This design comes from an exercise in tuning for small area, a short achievable clock period and few clock cycles per item on the open sky130 flow, not from production work. In this exercise RTL edits were held to simulation tests only and were not proved equivalent to the original.

--- flow/design.v ---
package lpl_pkg;
   localparam int SAMPLE_W   = 16;
   localparam int GAIN_W     = 17;
   localparam int COEFF_W    = 16;
   localparam int CSR_IDX_W  = 3;
   localparam int CSR_DATA_W = 17;
   localparam logic [GAIN_W-1:0] GAIN_UNITY      = 17'd65536;
   localparam logic [GAIN_W-1:0] GAIN_NEAR_UNITY = 17'd65471;
   localparam logic [CSR_IDX_W-1:0] CSR_ENABLE    = 3'd0;
   localparam logic [CSR_IDX_W-1:0] CSR_THRESHOLD = 3'd1;
   localparam logic [CSR_IDX_W-1:0] CSR_ATTACK    = 3'd2;
   localparam logic [CSR_IDX_W-1:0] CSR_RELEASE   = 3'd3;
   localparam logic                  RST_ENABLE    = 1'b1;
   localparam logic [GAIN_W-1:0]     RST_THRESHOLD = 17'd65536;
   localparam logic [COEFF_W-1:0]    RST_ATTACK    = 16'd58982;
   localparam logic [COEFF_W-1:0]    RST_RELEASE   = 16'd65529;
endpackage
module lpl_ram #(
   parameter int WIDTH = 16,
   parameter int DEPTH = 64
) (
   input  logic             clock,
   input  logic             wr_en,
   input  logic [WIDTH-1:0] wr_data,
   output logic [WIDTH-1:0] rd_data
);
   logic [DEPTH-1:0][WIDTH-1:0] ring_ff;
   always_ff @(posedge clock) begin
      ring_ff <= {(wr_en ? wr_data : ring_ff[0]), ring_ff[DEPTH-1:1]};
   end
   assign rd_data = ring_ff[0];
endmodule
module lookahead_peak_limiter #(
   parameter int LOOKAHEAD_DEPTH = 64,
   parameter logic [15:0] DIV_CUT = 16'b0010_0100_1001_0010
) (
   input  logic                                  clock,
   input  logic                                  reset,
   input  logic                                  req_valid,
   output logic                                  req_ready,
   input  logic [lpl_pkg::SAMPLE_W:0]            req_data,
   output logic                                  rsp_valid,
   input  logic                                  rsp_ready,
   output logic [lpl_pkg::SAMPLE_W:0]            rsp_data,
   input  logic                                  csr_valid,
   output logic                                  csr_ready,
   input  logic [lpl_pkg::CSR_IDX_W-1:0]         csr_index,
   input  logic [lpl_pkg::CSR_DATA_W-1:0]        csr_wdata
);
   localparam int PTR_W = $clog2(LOOKAHEAD_DEPTH);
   localparam int SIDE_W = 21;    
   logic                                enable_ff;
   logic [lpl_pkg::GAIN_W-1:0]          thr_ff;
   logic [lpl_pkg::COEFF_W-1:0]         attack_ff;
   logic [lpl_pkg::COEFF_W-1:0]         release_ff;
   logic [lpl_pkg::GAIN_W-1:0]          gain_ff;
   logic                                seen_ff;
   logic [PTR_W:0]                      fill_ff;     
   logic [PTR_W-1:0]                    phase_ff;    
   logic                                sc_valid_ff, sc_bypass_ff, sc_active_ff;
   logic [7:0]                          sc_one_ff, sc_two_ff, sc_neg_ff;
   logic                                rsp_valid_ff;
   logic [lpl_pkg::SAMPLE_W:0]          rsp_data_ff;
   logic                                adv;
   logic                                csr_write;
   assign csr_ready = 1'b1;
   assign csr_write = csr_valid;
   assign rsp_valid = rsp_valid_ff;
   assign rsp_data  = rsp_data_ff;
   assign req_ready = adv;
   logic [16:0][15:0]       rem;
   logic [16:0][15:0]       quo;
   logic [16:0][SIDE_W-1:0] side;
   logic [15:0][14:0]       rem_out;
   logic [15:0] x_in, x_mag;
   assign x_in  = req_data[16:1];
   assign x_mag = x_in[15] ? 16'(-x_in) : x_in;
   assign rem[0]  = thr_ff[15:0];
   assign quo[0]  = '0;
   assign side[0] = {req_valid, !enable_ff, req_data[0], x_in[15],
                     ({x_mag, 1'b0} > thr_ff), ~x_mag};
   for (genvar j = 0; j < 16; j++) begin : g_div
      logic [15:0] mag_n_j;
      logic        ge_j;
      logic [15:0] diff_j;
      assign mag_n_j = side[j][15:0];    
      if (j == 0) begin : g_first
         logic [16:0] diff_0;
         assign diff_0 = {1'b0, rem[0]} + ({17{!x_in[15]}} ^ {x_in[15], x_in}) +
                         17'(!x_in[15]);
         assign ge_j   = !diff_0[16];
         assign diff_j = diff_0[15:0];
      end else begin : g_next
         logic [16:0] diff_f;
         assign diff_f = {1'b0, rem[j]} + {1'b1, mag_n_j} + 17'd1;
         assign ge_j   = !diff_f[16];
         assign diff_j = diff_f[15:0];
      end
      assign rem_out[j] = ge_j ? diff_j[14:0] : rem[j][14:0];
      if (DIV_CUT[j]) begin : g_cut
         logic [14:0]       rem_ff;
         logic [15:0]       quo_ff;
         logic [SIDE_W-1:0] side_ff;
         always_ff @(posedge clock) begin
            if (adv) begin
               rem_ff  <= rem_out[j];
               quo_ff  <= (j == 15 && !side[j][16]) ? '0 : {quo[j][14:0], ge_j};
               side_ff <= side[j];
            end
            if (reset) begin
               side_ff[SIDE_W-1] <= 1'b0;
            end else if (adv) begin
               side_ff[SIDE_W-1] <= side[j][SIDE_W-1];
            end
         end
         assign rem[j+1]  = {rem_ff, 1'b0};
         assign quo[j+1]  = quo_ff;
         assign side[j+1] = side_ff;
      end else begin : g_comb
         assign rem[j+1]  = {rem_out[j], 1'b0};
         assign quo[j+1]  = {quo[j][14:0], ge_j};
         assign side[j+1] = side[j];
      end
   end
   logic                         pre_valid, pre_bypass, pre_active;
   logic [lpl_pkg::GAIN_W-1:0]   pre_target;
   logic [SIDE_W-1:0]            sm_side_ff;
   logic [lpl_pkg::GAIN_W-1:0]   sm_target_ff;
   logic signed [lpl_pkg::GAIN_W:0] sm_gap_ff;
   logic                         sm_falling_ff;
   logic [8:0]                   sm_one_ff, sm_two_ff, sm_neg_ff;
   logic                         sm_carry_ff;    
   logic                         sm_valid, sm_bypass, sm_last, sm_sign, sm_limited, sm_active;
   logic [15:0]                  sm_mag_n;
   logic [lpl_pkg::GAIN_W-1:0]   glide, gain_new;
   logic                         near_unity, snap;
   logic [15:0]                  sm_x;
   logic                         ring_ok, ring_wr;
   logic [15:0]                  ring_rd;
   logic                         filled;
   assign {pre_valid, pre_bypass} = side[16][SIDE_W-1:SIDE_W-2];
   assign pre_active = pre_valid && !pre_bypass;
   assign pre_target = side[16][16] ? {1'b0, quo[16]} : lpl_pkg::GAIN_UNITY;
   assign {sm_valid, sm_bypass, sm_last, sm_sign, sm_limited, sm_mag_n} = sm_side_ff;
   assign sm_active = sm_valid && !sm_bypass;
   assign sm_x = sm_sign ? 16'(sm_mag_n + 1'b1) : ~sm_mag_n;
   function automatic logic [26:0] booth_ctl(input logic [15:0] c);
      logic [18:0] cx;
      logic [8:0]  one, two, neg;
      logic        b0, b1, b2;
      cx = {2'b00, c, 1'b0};
      for (int i = 0; i < 9; i++) begin
         b2 = cx[2*i+2];
         b1 = cx[2*i+1];
         b0 = cx[2*i];
         one[i] = b1 ^ b0;
         two[i] = (b2 & !b1 & !b0) | (!b2 & b1 & b0);
         neg[i] = b2 & !(b1 & b0);
      end
      booth_ctl = {one, two, neg};
   endfunction
   function automatic logic [16:0] inc17(input logic [16:0] x);
      for (int i = 0; i < 17; i++) begin
         inc17[i] = x[i] ^ ((x | ~(17'h1FFFF >> (17 - i))) == 17'h1FFFF);
      end
   endfunction
   function automatic logic [67:0] csa(input logic [33:0] x, input logic [33:0] y,
                                       input logic [33:0] z);
      csa = {x ^ y ^ z, ((x & y) | (x & z) | (y & z)) << 1};
   endfunction
   logic [18:0]      gap_x;
   logic [7:0][33:0] gap_row;
   logic [16:0]      round_w;
   logic [16:0]      base_hi;
   logic [33:0]      gap_base;
   logic [33:0]      sum_s, sum_c;
   assign gap_x = {sm_gap_ff[lpl_pkg::GAIN_W], sm_gap_ff};
   for (genvar i = 0; i < 8; i++) begin : g_gap_pp
      logic [18:0] sel, row;
      assign sel = sm_one_ff[i] ? gap_x : (sm_two_ff[i] ? {gap_x[17:0], 1'b0} : '0);
      assign row = sel ^ {19{sm_neg_ff[i]}};
      if (i == 0) begin : g_first
         assign gap_row[i] = {13'b1_0101_0101_0101, !row[18], row[18], row[18], row[17:0]};
      end else begin : g_next
         assign gap_row[i] = (34'({!row[18], row[17:0]}) << (2*i)) |
                             (34'(sm_neg_ff[i-1]) << (2*i-2));
      end
   end
   logic [16:0] gain_inc, target_inc;
   assign round_w    = {!sm_falling_ff && sm_neg_ff[7], !sm_falling_ff && !sm_neg_ff[7],
                        !(sm_falling_ff ^ sm_neg_ff[7]), {14{!sm_falling_ff}}};
   assign gain_inc   = inc17(gain_ff);
   assign target_inc = inc17(sm_target_ff);
   assign base_hi    = sm_one_ff[8] ? (sm_carry_ff ? gain_inc : gain_ff) :
                                      (sm_carry_ff ? target_inc : sm_target_ff);
   assign gap_base   = {1'b0, base_hi, round_w[15:0]};
   logic [67:0] l1a, l1b, l1c, l2a, l2b, l3a, l4a;
   assign l1a = csa(gap_row[0], gap_row[1], gap_row[2]);
   assign l1b = csa(gap_row[3], gap_row[4], gap_row[5]);
   assign l1c = csa(gap_row[6], gap_row[7], gap_base);
   assign l2a = csa(l1a[67:34], l1a[33:0], l1b[67:34]);
   assign l2b = csa(l1b[33:0], l1c[67:34], l1c[33:0]);
   assign l3a = csa(l2a[67:34], l2a[33:0], l2b[67:34]);
   assign l4a = csa(l3a[67:34], l3a[33:0], l2b[33:0]);
   assign sum_s = l4a[67:34];
   assign sum_c = l4a[33:0];
   localparam logic [33:0] NEAR_NEG = 34'(-(36'(lpl_pkg::GAIN_NEAR_UNITY) << 16));
   logic [33:0] sum_v, next_v, next_m1, near_v;
   logic [33:0] t_inv;
   logic [67:0] next_cs, m1_cs, near_cs;
   assign t_inv   = {~{1'b0, pre_target}, 16'b0};
   assign next_cs = csa(sum_s, sum_c, t_inv | 34'hFFFF);
   assign m1_cs   = csa(sum_s, sum_c, t_inv);
   assign near_cs = csa(sum_s, sum_c, NEAR_NEG);
   assign sum_v      = sum_s + sum_c;
   assign glide      = sum_v[32:16];
   assign near_v     = near_cs[67:34] + near_cs[33:0];
   assign near_unity = !near_v[33];
   assign snap       = !sm_falling_ff && near_unity;
   assign gain_new   = snap ? lpl_pkg::GAIN_UNITY : glide;
   logic signed [lpl_pkg::GAIN_W:0] gap_loop, gap_snap, gap_next;
   logic                            fall_loop, fall_snap, fall_next;
   assign next_v    = next_cs[67:34] + {next_cs[33:1], 1'b1};
   assign next_m1   = m1_cs[67:34] + m1_cs[33:0];
   assign gap_loop  = next_v[33:16];
   assign fall_loop = !next_m1[33];
   assign gap_snap  = $signed({2'b01, 16'b0}) - $signed({1'b0, pre_target});
   assign fall_snap = !pre_target[16];
   assign gap_next  = snap ? gap_snap : gap_loop;
   assign fall_next = snap ? fall_snap : fall_loop;
   logic [26:0] ctl_attack, ctl_release, ctl_next;
   assign ctl_attack  = booth_ctl(attack_ff);
   assign ctl_release = booth_ctl(release_ff);
   assign ctl_next    = fall_next ? ctl_attack : ctl_release;
   always_ff @(posedge clock) begin
      if (adv) begin
         sm_target_ff  <= pre_target;
         sm_side_ff[SIDE_W-2:0] <= side[16][SIDE_W-2:0];
         sm_gap_ff     <= gap_next;
         sm_falling_ff <= !pre_active || fall_next;
         {sm_one_ff, sm_two_ff, sm_neg_ff} <= pre_active ? ctl_next : (27'd1 << 26);
         sm_carry_ff   <= pre_active && !fall_next && ctl_next[7];
      end
      if (reset) begin
         sm_side_ff[SIDE_W-1] <= 1'b0;
      end else if (adv) begin
         sm_side_ff[SIDE_W-1] <= pre_valid;
      end
   end
   assign filled  = fill_ff[PTR_W];
   assign ring_ok = (fill_ff == '0) || (phase_ff == '0);
   assign ring_wr = adv && sm_valid && !sm_bypass;
   assign adv = (!rsp_valid_ff || rsp_ready) && !(sm_valid && !sm_bypass && !ring_ok);
   lpl_ram #(
      .WIDTH (lpl_pkg::SAMPLE_W),
      .DEPTH (LOOKAHEAD_DEPTH)
   ) u_delay (
      .clock   (clock),
      .wr_en   (ring_wr),
      .wr_data (sm_x),
      .rd_data (ring_rd)
   );
   always_ff @(posedge clock) begin
      if (reset) begin
         enable_ff  <= lpl_pkg::RST_ENABLE;
         thr_ff     <= lpl_pkg::RST_THRESHOLD;
         attack_ff  <= lpl_pkg::RST_ATTACK;
         release_ff <= lpl_pkg::RST_RELEASE;
         gain_ff    <= lpl_pkg::GAIN_UNITY;
         seen_ff    <= 1'b0;
         fill_ff    <= '0;
      end else begin
         if (ring_wr) begin
            gain_ff <= gain_new;
            seen_ff <= sm_last ? 1'b0 : (seen_ff || sm_limited);
            if (!filled) begin
               fill_ff <= fill_ff + 1'b1;
            end
         end
         if (csr_write) begin
            case (csr_index)
               lpl_pkg::CSR_ENABLE: begin
                  enable_ff <= csr_wdata[0];
                  if (!csr_wdata[0]) begin
                     gain_ff <= lpl_pkg::GAIN_UNITY;
                     seen_ff <= 1'b0;
                     fill_ff <= '0;
                  end
               end
               lpl_pkg::CSR_THRESHOLD: thr_ff     <= csr_wdata;
               lpl_pkg::CSR_ATTACK:    attack_ff  <= csr_wdata[lpl_pkg::COEFF_W-1:0];
               lpl_pkg::CSR_RELEASE:   release_ff <= csr_wdata[lpl_pkg::COEFF_W-1:0];
               default: begin
               end
            endcase
         end
      end
   end
   always_ff @(posedge clock) begin
      phase_ff <= ring_wr ? '0 : phase_ff + 1'b1;
   end
   logic signed [lpl_pkg::SAMPLE_W-1:0] old_sel;
   logic [16:0]                         old_x;
   logic [7:0]                          old_one, old_two, old_neg;
   assign old_sel = sm_bypass ? sm_x : (filled ? ring_rd : '0);
   assign old_x   = {old_sel, 1'b0};
   for (genvar i = 0; i < 8; i++) begin : g_old_ctl
      logic b0, b1, b2;
      assign b2         = old_x[2*i+2];
      assign b1         = old_x[2*i+1];
      assign b0         = old_x[2*i];
      assign old_one[i] = b1 ^ b0;
      assign old_two[i] = (b2 & !b1 & !b0) | (!b2 & b1 & b0);
      assign old_neg[i] = b2 & !(b1 & b0);
   end
   always_ff @(posedge clock) begin
      if (adv) begin
         sc_bypass_ff <= sm_bypass;
         sc_one_ff    <= old_one;
         sc_two_ff    <= old_two;
         sc_neg_ff    <= old_neg;
         sc_active_ff <= !sm_bypass && sm_last &&
                         (seen_ff || sm_limited || !near_unity);
      end
      if (reset) begin
         sc_valid_ff <= 1'b0;
      end else if (adv) begin
         sc_valid_ff <= sm_valid;
      end
   end
   localparam logic [31:0] SCALE_SIGN_FIX = 32'(-(
      (34'd1 << 18) + (34'd1 << 20) + (34'd1 << 22) + (34'd1 << 24) +
      (34'd1 << 26) + (34'd1 << 28) + (34'd1 << 30) + (34'd1 << 32)));
   logic [18:0]      gain_x;
   logic [7:0][18:0] scale_row;
   logic [31:0]      scale_prod;
   assign gain_x = sc_bypass_ff ? {2'b00, lpl_pkg::GAIN_UNITY} : {2'b00, gain_ff};
   for (genvar i = 0; i < 8; i++) begin : g_scale_pp
      logic [18:0] sel;
      assign sel          = sc_one_ff[i] ? gain_x : (sc_two_ff[i] ? {gain_x[17:0], 1'b0} : '0);
      assign scale_row[i] = sel ^ {19{sc_neg_ff[i]}};
   end
   always_comb begin
      scale_prod = SCALE_SIGN_FIX;
      for (int i = 0; i < 8; i++) begin
         scale_prod = scale_prod + (32'({!scale_row[i][18], scale_row[i][17:0]}) << (2*i)) +
                      (32'(sc_neg_ff[i]) << (2*i));
      end
   end
   always_ff @(posedge clock) begin
      if (adv) begin
         rsp_data_ff[16:1] <= scale_prod[31:16];
         rsp_data_ff[0]    <= sc_active_ff;
      end
      if (reset) begin
         rsp_valid_ff <= 1'b0;
      end else if (adv) begin
         rsp_valid_ff <= sc_valid_ff;
      end else if (rsp_ready) begin
         rsp_valid_ff <= 1'b0;
      end
   end
endmodule
--- flow/run.sh ---
#!/bin/bash
# synth_recipe.tcl (not shown) runs the flow's synth.tcl, then flattens the netlist and writes it again
# the make line also repeats each setting of config.mk as NAME=value (left out here)
make -C /OpenROAD-flow-scripts/flow DESIGN_CONFIG=/design/flow/config.mk WORK_HOME=/design/flow/orfs CLKGATE_MAP_FILE= SYNTH_SCRIPT=/design/flow/synth_recipe.tcl finish
--- flow/config.mk ---
export PLATFORM = sky130hd
export DESIGN_NAME = lookahead_peak_limiter
export DESIGN_NICKNAME = lookahead_peak_limiter
export VERILOG_FILES = /design/flow/design.v
export SDC_FILE = /design/flow/constraint.sdc
export NUM_CORES = 4
export LEC_CHECK = 0
export ABC_AREA = 1
export CAP_MARGIN = 20
export CORE_MARGIN = 2
export CORE_UTILIZATION = 40
export CTS_CLUSTER_DIAMETER = 100
export CTS_CLUSTER_SIZE = 26
export SETUP_SLACK_MARGIN = 1.5
export SLEW_MARGIN = 20
export TNS_END_PERCENT = 10
--- flow/constraint.sdc ---
create_clock -name core_clock -period 8.0 [get_ports {clock}]
set_input_delay 1.6000 -clock core_clock [delete_from_list [all_inputs] [get_ports {clock}]]
set_output_delay 1.6000 -clock core_clock [all_outputs]
set_load 0.01 [all_outputs]
==> run summary <==
clk buf depth 3; Post-DRT Antenna Nets 0; Synth async-reset ratio 0; Area Overhead vs Synth 10.4%; largest net degree at the start of global routing 154; final RePlAce weighted congestion 0.930; synth cell count leaders dfxtp_1, nand2_1, inv_1, o21ai_0, ha_1; Fin Hold WS 0.307 ns; WL final 167 mm; Ports 62; Worst-path clk slew 0.09 ns; count of flip-flops with a built-in enable after synthesis 340; worst slack at placement 0.852 ns; Top FF cell, synth dfxtp_1; initial antenna violation count 1; clock buffer count from CTS 74; Synth Cell Area 68800 sq um; post-synthesis register bit count 1453; endpoints failing setup 0; first-pass GRT wire length 261 mm; setup_tns 0 ns; worst setup margin 1.49 ns; via count 47527; CP Max Fanout 14; Final #Nets 8076; worst hold path type flop to flop; CP most frequent cell fa_1; Port Buffers 60; DRC Markers 0; min cycle time layout 6.51 ns; cell with the most instances after synthesis dfxtp_1; Worst slew margin 0.346; required time worst endpoint 8.47 ns; detailed-route wire length per cell 17.4 um; area of the die 175000 sq um; Congestion Overflow GR 0; Die Wd 419 um; Crit path buffers/inverters 4; worst slew pin tran 0.980 ns; area of the multi-input gates 32500 sq um; total global-route track usage 0.188; Post-DP HPWL 126 mm; Post-Synthesis Cells 7108; worst path arrival time 6.98 ns; initial core utilization 0.402; final hold viol count 0; clock latency on the worst-skew pair 0.74 ns; Mapped Nets 7936; highest clock rate 154 MHz; maxcap violations 0; DR iter-0 viols 3236; Top Family by Delay on Critical Path adder cells; DP Cell Count 9368; most area-consuming cells after synthesis dfxtp_1, edfxtp_1, ha_1; core area 171000 sq um; # clock sinks 1453; register area 32500 sq um; htree depth 3; Pre-antenna DRT Iters 8; fillers 16248; Post-Syn Area per Cell 9.68 sq um; DR vias/cell 4.95; Rows 152; TritonCTS clock tree done; post-synth top area share 0.324; Slew Viols, Final 0; Die Y-Extent 419 um; Ys Warns 2; critical path launch point type flop; Yosys cell types 67; share of layout cells above drive strength 1 0.0709; Setup CP Type flop to flop; crit end category flop; vias in the first global route 46125; Worst Clk Skew 0.0736 ns; slowest stage cell, crit path fa_2; Tcrit/Tclk final 0.814; register area share after synthesis 0.472; RSZ-0062 raised after global routing yes; CP peak stage delay 0.62 ns; area leader, netlist dfxtp_1; Post-Layout Cell Count 9592; Clock Tree Root clkbuf_16; status finished clean
cells in the final DEF, fill, tap and decap left out, drive strengths merged, types with 110 or more instances in the layout:
cell    count
inv       922
ha        510
nand3     232
a21oi     385
nor2      336
nand2    1081
buf       160
o21ai     690
xnor2     110
xor2      434
dfxtp    1113
o22ai     138
fa        276
edfxtp    340
worst register-to-register path, cell delays in order (launching register included):
cell and delay (ns):
edfxtp_1 0.55, clkinvlp_4 0.33, o21ai_0 0.22, o21ai_0 0.14
xor2_1 0.18, fa_1 0.56, inv_1 0.06, fa_1 0.54
fa_1 0.57, inv_1 0.06, fa_2 0.62, ha_1 0.22
fa_1 0.46, a21o_1 0.18, a21oi_1 0.18, nor2_1 0.07
nor2_1 0.12, nand3_2 0.15, nand3_2 0.13, nand2_1 0.07
nand2_2 0.11, nand3_4 0.17, nand3_4 0.18, nand2_8 0.09
buf_8 0.15, o21ai_0 0.15, nor2_1 0.06
final timing paths:
| path | start | endpoint | slack [ns] | depth (start not counted) |
|---|---|---|---|---|
| worst min register to register | u_delay.ring_ff[31] | u_delay.ring_ff[15] | 0.31 | 0 |
| worst max register to register | sm_gap_ff[12] | sm_one_ff[2] | 1.49 | 26 |
| worst min-delay path | u_delay.ring_ff[31] | u_delay.ring_ff[15] | 0.31 | 0 |
| worst max-delay path | sm_gap_ff[12] | sm_one_ff[2] | 1.49 | 26 |
final cells by class:
type,instances,area share
Timing Repair Buffer,220,0.0256
Clock inverter,23,0.00593
Antenna cell,2,0.0000659
Sequential cell,1453,0.428
Multi-Input combinational cell,4534,0.427
Tap cell,2310,0.0380
Clock buffer,85,0.0252
Inverter,952,0.0488
Timing Repair inverter,13,0.00122
layer usage:
metal  global-route usage  wire, um  up-vias
li1                     -         -    23540
met1                0.262     78000    22677
met2                0.306     76600     1092
met3               0.0234      8300      218
met4               0.0532      4330        0
met5                    0         0        -
sequential cells by signal, summed over array words and instances (netlist names), 6 cells and up:
name	cells
sc_neg_ff	8
sm_one_ff	9
g_div.g_cut.rem_ff	75
sm_target_ff	17
gain_ff	17
sc_two_ff	8
release_ff	16
rsp_data_ff	17
g_div.g_cut.side_ff	105
thr_ff	17
sm_neg_ff	8
sm_two_ff	8
attack_ff	16
g_div.g_cut.quo_ff	40
phase_ff	6
sc_one_ff	8
u_delay.ring_ff	1024
fill_ff	7
sm_gap_ff	18
sm_side_ff	21
cell families after synthesis:
family,share of synthesized area
other cells,0.0000545
flops,0.472
simple gates,0.111
compound gates,0.111
buf+inv,0.0634
xor+xnor,0.0692
fa+ha+maj,0.173
timing repair:
action                                  in CTS  in global routing
endpoints found under the setup margin     110                155
hold buffers                                 0                  0
buffers inserted                            48                 50
pin swaps                                    6                 26
resized for setup                           52                139
cloned                                       8                  8
through the flow:
| step | cell area, sq um | util |
|---|---|---|
| floorplan | 68800 | - |
| global placement | 72000 | 0.420 |
| detailed placement | 72000 | 0.420 |
| CTS | 75000 | 0.438 |
| global route | 76000 | 0.443 |
| finish | 76000 | 0.443 |
Testbench counts, summed over its fixed seeds: cycles 12,064, items 12,000.

==> static timing again, ports no longer ideal <==
Ports are ideal in the flow. The routed layout listed here was re-timed in OpenROAD.
Step 1 assumes that a clkbuf_16 drives the clock port and a buf_2 every other input.
Step 2 moves the port delays by t, midway between the first and last clock arrival at a register: inputs arrive t later, outputs are due t later. That takes back most of the time a late clock gives input paths.
Three values: no drivers, after step 1, after step 2; two values: the first two.
t (ns): 0.782
setup slack, ns: 1.491 / 1.491 / 1.273
worst register clock-pin slew, ns: 0.10 / 0.10
After both steps setup and hold are still met in this run. The setup slack of this run moves by 0.000 ns with the drivers and by -0.218 ns with both steps.
